Background: an optimization exercise with open tools, aiming at a short achievable clock period and few clock cycles per item. Do not read the settings as production practice.
RTL that was checked went through simulation tests only; none was proved equivalent to the original.
Power and IR drop assume default switching activity.

Setup of run H:
==> flow/design.v (excerpt) <==
module rvfe_top #(
    parameter fe_pkg::addr_t RST_PC = 64'h400000
) (
    input  logic        clk,
    input  logic        rst,
    output logic        icache_req,
    output logic [63:0] icache_addr,
    input  logic        icache_done,
    input  logic [63:0] icache_data,
    output logic        dec_valid,
    output logic [63:0] dec_pc,
    output logic [4:0]  dec_opcode,
    output logic [2:0]  dec_funct3,
    output logic [6:0]  dec_funct7,
    output logic [63:0] dec_imm,
    output logic [4:0]  dec_rs1,
    output logic [4:0]  dec_rs2,
    output logic [4:0]  dec_rd,
    output logic        dec_compressed,
    output logic        dec_illegal,
    input  logic        dec_ready
);
==> module fe_decode, before the edit <==
module fe_decode #(
    parameter fe_pkg::addr_t RST_PC = 64'h400000,
    parameter int            N      = 2
) (
    input  logic               clk,
    input  logic               rst,
    input  logic               emit,
    input  rv_isa_pkg::instr_t e_ir,
    input  logic               e_cmp,
    output logic               room,        
    output fe_pkg::decoded_t   dec,
    input  logic               dec_ready
);
    localparam int PW = (N > 2) ? 2 : 1;   
    logic [N-1:0][32:0]        fq;          
    logic [PW-1:0]             wr_q;
    logic [PW-1:0]             rd_q;
    logic [PW:0]               cnt_q;
    logic [PW:0]               cnt_n;
    logic                      room_q;
    logic                      nonempty;
    logic                      ld;
    logic [32:0]               head;
    rv_isa_pkg::instr_t        ir;
    rv_isa_pkg::opcode_e       opc;
    rv_isa_pkg::instr_format_t fmt;
    fe_pkg::xword_t            imm;
    rv_isa_pkg::reg_addr_t     rs1;
    rv_isa_pkg::reg_addr_t     rs2;
    rv_isa_pkg::reg_addr_t     rd;
    assign room     = room_q;
    assign nonempty = cnt_q != '0;
    assign ld       = nonempty & (dec_ready | ~dec.valid);
    assign cnt_n    = cnt_q + {{PW{1'b0}}, emit} - {{PW{1'b0}}, ld};
    assign head     = fq[rd_q];
    assign ir       = head[31:0];
    assign opc      = rv_isa_pkg::opcode_e'(ir[6:2]);
    always_comb begin
        fmt.i  = (opc == rv_isa_pkg::LOAD | opc == rv_isa_pkg::LOAD_FP | opc == rv_isa_pkg::MISC_MEM | opc == rv_isa_pkg::OP_IMM | opc == rv_isa_pkg::OP_IMM_32 | opc == rv_isa_pkg::JALR | opc == rv_isa_pkg::SYSTEM);
        fmt.u  = (opc == rv_isa_pkg::AUIPC | opc == rv_isa_pkg::LUI);
        fmt.s  = (opc == rv_isa_pkg::STORE | opc == rv_isa_pkg::STORE_FP);
        fmt.r  = (opc == rv_isa_pkg::AMO | opc == rv_isa_pkg::OP | opc == rv_isa_pkg::OP_32 | opc == rv_isa_pkg::OP_FP);
        fmt.r4 = (opc == rv_isa_pkg::MADD | opc == rv_isa_pkg::MSUB | opc == rv_isa_pkg::NMSUB | opc == rv_isa_pkg::NMADD);
        fmt.b  = opc == rv_isa_pkg::BRANCH;
        fmt.j  = opc == rv_isa_pkg::JAL;
    end
    always_comb begin
        imm = '0;
        if (fmt.i)
            imm = {{53{ir[31]}}, ir[30:20]};
        else if (fmt.u)
            imm = {{32{ir[31]}}, ir[31:12], 12'd0};
        else if (fmt.s)
            imm = {{53{ir[31]}}, ir[30:25], ir[11:7]};
        else if (fmt.b)
            imm = {{52{ir[31]}}, ir[7], ir[30:25], ir[11:8], 1'b0};
        else if (fmt.j)
            imm = {{44{ir[31]}}, ir[19:12], ir[20], ir[30:21], 1'b0};
    end
    assign rs1 = (opc == rv_isa_pkg::SYSTEM && ir[14]) ? '0 :
                 (fmt.i | fmt.s | fmt.r | fmt.r4 | fmt.b) ? ir[19:15] : '0;
    assign rs2 = (fmt.r | fmt.s | fmt.b) ? ir[24:20] : '0;
    assign rd  = (fmt.i | fmt.u | fmt.r | fmt.r4 | fmt.j) ? ir[11:7] : '0;
    always_ff @(posedge clk) begin
        if (rst) begin
            wr_q   <= '0;
            rd_q   <= '0;
            cnt_q  <= '0;
            room_q <= 1'b1;
        end else begin
            if (emit)
                wr_q <= (wr_q == PW'(N-1)) ? '0 : wr_q + 1'b1;
            if (ld)
                rd_q <= (rd_q == PW'(N-1)) ? '0 : rd_q + 1'b1;
            cnt_q  <= cnt_n;
            room_q <= cnt_n < (PW+1)'(N);
        end
    end
    for (genvar k = 0; k < N; k++) begin : g_fifo
        always_ff @(posedge clk)
            if (emit && wr_q == PW'(k))
                fq[k] <= {e_cmp, e_ir};
    end
    fe_pc #(
        .RST_PC (RST_PC),
        .SH     (1),
        .LO     (7)
    ) u_pc (
        .clk  (clk),
        .rst  (rst),
        .en   (dec.valid & dec_ready),
        .step (dec.compressed ? 2'd1 : 2'd2),
        .q    (dec.pc)
    );
    always_ff @(posedge clk) begin
        if (rst)
            dec.valid <= 1'b0;
        else if (dec_ready | ~dec.valid)
            dec.valid <= nonempty;
    end
    always_ff @(posedge clk) begin
        if (ld) begin
            dec.opcode     <= opc;
            dec.funct3     <= ir[14:12];
            dec.funct7     <= ir[31:25];
            dec.imm        <= imm;
            dec.rs1        <= rs1;
            dec.rs2        <= rs2;
            dec.rd         <= rd;
            dec.compressed <= head[32];
            dec.illegal    <= ir[1:0] != 2'b11;
        end
    end
endmodule
clock: 7.5 ns
lec_check: 0
cap_margin: 20
core_margin: 2
core_utilization: 40
place_density: 0.6
setup_slack_margin: 4.8
slew_margin: 20
run.sh (not shown) runs the stock make flow with config.mk's settings and CLKGATE_MAP_FILE= SYNTH_SCRIPT=/design/flow/synth_recipe.tcl, a recipe that flattens the netlist after the stock synthesis.
Run H reached the end of the flow, and the finished layout is clean on the timing, DRC and antenna checks.
Testbench counts of run H, summed over its fixed seeds: cycles 20,296, instrs 16,000.
The inputs of run G differ from those of run H as listed below.
--- a/flow/design.v
+++ b/flow/design.v
@@ -334,5 +334,5 @@
     input  logic               dec_ready
 );
-    localparam int PW = (N > 2) ? 2 : 1;   
+    localparam int PW = (N > 1) ? $clog2(N) : 1;
     logic [N-1:0][32:0]        fq;          
     logic [PW-1:0]             wr_q;
- ~same number of violations of the max-capacitance limit in run G and run H
- For met2 routed wirelength, run G and run H come out practically identical.
- Delta (run G minus run H): routed wire length comparable; worst-case hold slack comparable; sequential share of layout area comparable.
- As far as count of filler cells inserted in the layout goes, run G and run H are indistinguishable; the numbers are identical.
- Diff run G..run H | design area | unchanged
Function not checked in run G: the RTL went through the layout flow alone.

* * *

exp/willow:
Another version of the RTL of rvfe_top (not shown whole).
Size in the first run: ~4,800 cells after synthesis, ~40,000 µm² of cells after synthesis.
==> module fe_decode, before the edit <==
module fe_decode #(
    parameter fe_pkg::addr_t RST_PC = 64'h400000,
    parameter int            N      = 4
) (
    input  logic               clk,
    input  logic               rst,
    input  logic               emit,
    input  logic               x_valid,
    input  rv_isa_pkg::instr_t x_ir,
    input  logic               x_cmp,
    output logic               room,        
    output fe_pkg::decoded_t   dec,
    input  logic               dec_ready
);
    localparam int PW = (N > 2) ? 2 : 1;   
    logic [N-1:0][33:0]        fq;
    logic [PW-1:0]             wr_q;
    logic [N-1:0]              rd_oh;       
    logic [N-1:0]              rd1_oh;      
    logic [33:0]               ent0;
    logic [33:0]               ent1;
    rv_isa_pkg::opcode_e       x_opc;
    logic                      x_sign;      
    logic [PW:0]               cnt_q;
    logic [PW:0]               cnt_n;
    logic [PW:0]               cnt_kx;      
    logic                      room_q;
    logic                      xfer;
    fe_pkg::decoded_t          rec0;        
    fe_pkg::decoded_t          rec1;        
    logic                      sign0;
    logic                      sign1;
    assign room  = room_q;
    assign xfer  = dec.valid & dec_ready;
    assign cnt_kx = cnt_q + {{PW{1'b0}}, x_valid};
    assign cnt_n  = xfer ? cnt_kx - 1'b1 : cnt_kx;
    assign x_opc  = rv_isa_pkg::opcode_e'(x_ir[6:2]);
    assign x_sign = x_ir[31] & (x_opc == rv_isa_pkg::LOAD | x_opc == rv_isa_pkg::LOAD_FP | x_opc == rv_isa_pkg::MISC_MEM |
                                x_opc == rv_isa_pkg::OP_IMM | x_opc == rv_isa_pkg::OP_IMM_32 | x_opc == rv_isa_pkg::JALR |
                                x_opc == rv_isa_pkg::SYSTEM | x_opc == rv_isa_pkg::AUIPC | x_opc == rv_isa_pkg::LUI |
                                x_opc == rv_isa_pkg::STORE | x_opc == rv_isa_pkg::STORE_FP | x_opc == rv_isa_pkg::BRANCH |
                                x_opc == rv_isa_pkg::JAL);
    always_comb begin
        ent0 = '0;
        ent1 = '0;
        for (int k = 0; k < N; k++) begin
            ent0 = ent0 | (fq[k] & {34{rd_oh[k]}});
            ent1 = ent1 | (fq[k] & {34{rd1_oh[k]}});
        end
    end
    fe_rec u_rec0 (
        .ent  (ent0[32:0]),
        .rec  (rec0),
        .sign (sign0)
    );
    fe_rec u_rec1 (
        .ent  (ent1[32:0]),
        .rec  (rec1),
        .sign (sign1)
    );
    always_ff @(posedge clk) begin
        if (rst) begin
            wr_q   <= '0;
            rd_oh  <= N'(1);
            rd1_oh <= N'(2);
            cnt_q  <= '0;
            room_q <= 1'b1;
        end else begin
            if (x_valid)
                wr_q <= (wr_q == PW'(N-1)) ? '0 : wr_q + 1'b1;
            if (xfer) begin
                rd_oh  <= rd1_oh;
                rd1_oh <= {rd1_oh[N-2:0], rd1_oh[N-1]};
            end
            cnt_q  <= cnt_n;
            room_q <= (cnt_n + {{PW{1'b0}}, emit}) < (PW+1)'(N);
        end
    end
    for (genvar k = 0; k < N; k++) begin : g_fifo
        always_ff @(posedge clk)
            if (x_valid && wr_q == PW'(k))
                fq[k] <= {x_sign, x_cmp, x_ir};
    end
    fe_pc #(
        .RST_PC (RST_PC),
        .SH     (1),
        .LO     (7)
    ) u_pc (
        .clk  (clk),
        .rst  (rst),
        .en   (xfer),
        .step (dec.compressed ? 2'd1 : 2'd2),
        .q    (dec.pc)
    );
    always_ff @(posedge clk) begin
        if (rst)
            dec.valid <= 1'b0;
        else
            dec.valid <= xfer ? (cnt_q > (PW+1)'(1)) : (cnt_q != '0);
    end
    always_ff @(posedge clk) begin
        dec.opcode     <= xfer ? rec1.opcode     : rec0.opcode;
        dec.funct3     <= xfer ? rec1.funct3     : rec0.funct3;
        dec.funct7     <= xfer ? rec1.funct7     : rec0.funct7;
        dec.imm[42:0]  <= xfer ? rec1.imm[42:0]  : rec0.imm[42:0];
        dec.imm[53:43] <= {11{xfer ? sign1 : sign0}};
        dec.imm[63:54] <= {10{xfer ? ent1[33] : ent0[33]}};
        dec.rs1        <= xfer ? rec1.rs1        : rec0.rs1;
        dec.rs2        <= xfer ? rec1.rs2        : rec0.rs2;
        dec.rd         <= xfer ? rec1.rd         : rec0.rd;
        dec.compressed <= xfer ? rec1.compressed : rec0.compressed;
        dec.illegal    <= xfer ? rec1.illegal    : rec0.illegal;
    end
endmodule
Settings: LEC_CHECK=0, CAP_MARGIN=20, CORE_MARGIN=2, CORE_UTILIZATION=60, PLACE_DENSITY=0.75, SETUP_SLACK_MARGIN=4.8, SLEW_MARGIN=20; clock period 7.5 ns.
standard.sh (not shown) runs the stock make flow with config.mk's settings and CLKGATE_MAP_FILE= SYNTH_SCRIPT=/design/flow/synth_recipe.tcl, a recipe that flattens the netlist after the stock synthesis.
==> flow/flow/run.sh <==
#!/bin/bash
# Standard ORFS layout, with two sizing choices changed: port buffers are
# sky130_fd_sc_hd__buf_4 (not the default delay-cell buffer) and the resizer
# may change a cell's footprint when it sizes it.
set -euo pipefail
bash standard.sh MATCH_CELL_FOOTPRINT=0 \
    "BUFFER_PORTS_ARGS=-buffer_cell sky130_fd_sc_hd__buf_4" \
    finish > standard_make.log 2>&1
exp/willow: all stages complete, timing, DRC and antenna checks passed
Testbench counts of exp/willow, summed over its fixed seeds: cycles 20,306, instrs 16,000.
### exp/willow -> exp/fjord
--- a/flow/design.v
+++ b/flow/design.v
@@ -541,4 +541,8 @@
     fe_pkg::decoded_t          rec1;        
     logic                      sign0;
+    logic [62:0]               pc_q;        
+    logic [62:0]               pc_nx;       
+    logic [62:0]               pc_a0;
+    logic [62:0]               pc_a1;
     logic                      sign1;
     assign room  = room_q;
@@ -593,15 +597,22 @@
                 fq[k] <= {x_sign, x_cmp, x_ir};
     end
-    fe_pc #(
-        .RST_PC (RST_PC),
-        .SH     (1),
-        .LO     (7)
-    ) u_pc (
-        .clk  (clk),
-        .rst  (rst),
-        .en   (xfer),
-        .step (dec.compressed ? 2'd1 : 2'd2),
-        .q    (dec.pc)
+    fe_inc u_inc0 (
+        .a    (pc_q),
+        .step (ent0[32] ? 2'd1 : 2'd2),
+        .y    (pc_a0)
     );
+    fe_inc u_inc1 (
+        .a    (pc_nx),
+        .step (ent1[32] ? 2'd1 : 2'd2),
+        .y    (pc_a1)
+    );
+    assign dec.pc = {pc_q, 1'b0};
+    always_ff @(posedge clk) begin
+        if (rst)
+            pc_q <= RST_PC[63:1];
+        else if (xfer)
+            pc_q <= pc_nx;
+        pc_nx <= xfer ? pc_a1 : pc_a0;
+    end
     always_ff @(posedge clk) begin
         if (rst)
@@ -625,4 +636,17 @@
 endmodule
 `default_nettype wire
+`default_nettype none
+module fe_inc (
+    input  logic [62:0] a,
+    input  logic [1:0]  step,
+    output logic [62:0] y
+);
+    logic [7:0]  lo;
+    logic [55:0] hi_inc;
+    assign lo     = {1'b0, a[6:0]} + {6'd0, step};
+    assign hi_inc = a[62:7] + 1'b1;
+    assign y      = {lo[7] ? hi_inc : a[62:7], lo[6:0]};
+endmodule
+`default_nettype wire
 `default_nettype none
 module rvfe_top #(
Findings:
Going from exp/willow to exp/fjord, detailed-route wire length per cell shrank by a few percent.
Higher initial standard-cell utilization of the core was reported by exp/willow, not exp/fjord.
From exp/willow to exp/fjord the numbers moved as follows: setup slack up 0.0085 ns, synthesized area up about 14%.
Changes observed in exp/fjord relative to exp/willow: half-perimeter wire length of the detailed placement result went up; routing usage on met2 has decreased; highest ir drop seen on vdd now sits higher; post-synthesis share of cell area spent on full adders, half adders and majority gates ~0 delta.
Sum of routed wire length over all layers went up by a little under 10% going from exp/willow to exp/fjord.
u_decode.rd1_oh[1] as the origin of the worst setup path was reported by exp/fjord, and u_align.cnt_q[0] by exp/willow.
Post-layout minimum cycle time: exp/fjord lower than exp/willow
Looking at area overhead of the layout relative to synthesis across exp/willow and exp/fjord, the one that comes out higher is exp/fjord.
Cell count along the critical path: exp/fjord > exp/willow
Diff exp/willow..exp/fjord | ratio of final minimum period to clock period | negligible
Of the two candidates, exp/willow has the better area inside the core boundary and exp/fjord the worse one.
Testbench counts of exp/fjord, summed over its fixed seeds: cycles 20,306, instrs 16,000.

==> static timing again, ports no longer ideal <==
The flow's constraints put no driver on any port. The routed layouts listed below were extracted and timed again, unchanged, in two steps. Step 1: set_driving_cell puts a clkbuf_16 on clk and a buf_2 on each other input, an assumption about the parent block. Step 2 times the ports against the registers' clock, not the clock port: input delays grow and output delays shrink by t, the midpoint of the rising clock arrivals with the driver on. Three values: no drivers, after step 1, after step 2; two values: the first two.
| run | shift t [ns] | slack for setup (ns) | hold slack, ns | worst setup path after step 2 |
|---|---|---|---|---|
| run H | 0.690 | 4.489 / 4.423 / 4.060 | 0.481 / 0.481 / 0.481 | input to register |
| run G | 0.690 | 4.489 / 4.423 / 4.060 | 0.481 / 0.481 / 0.481 | input to register |
| exp/willow | 0.708 | 4.713 / 4.641 / 4.022 | 0.410 / 0.410 / 0.410 | input to register |
| exp/fjord | 0.702 | 4.721 / 4.721 / 4.041 | 0.379 / 0.379 / 0.379 | input to register |
After both steps every run listed still meets setup and hold. For exp/willow, which loses most, drivers alone change the setup slack by -0.072 ns; drivers and shift together by -0.691 ns.
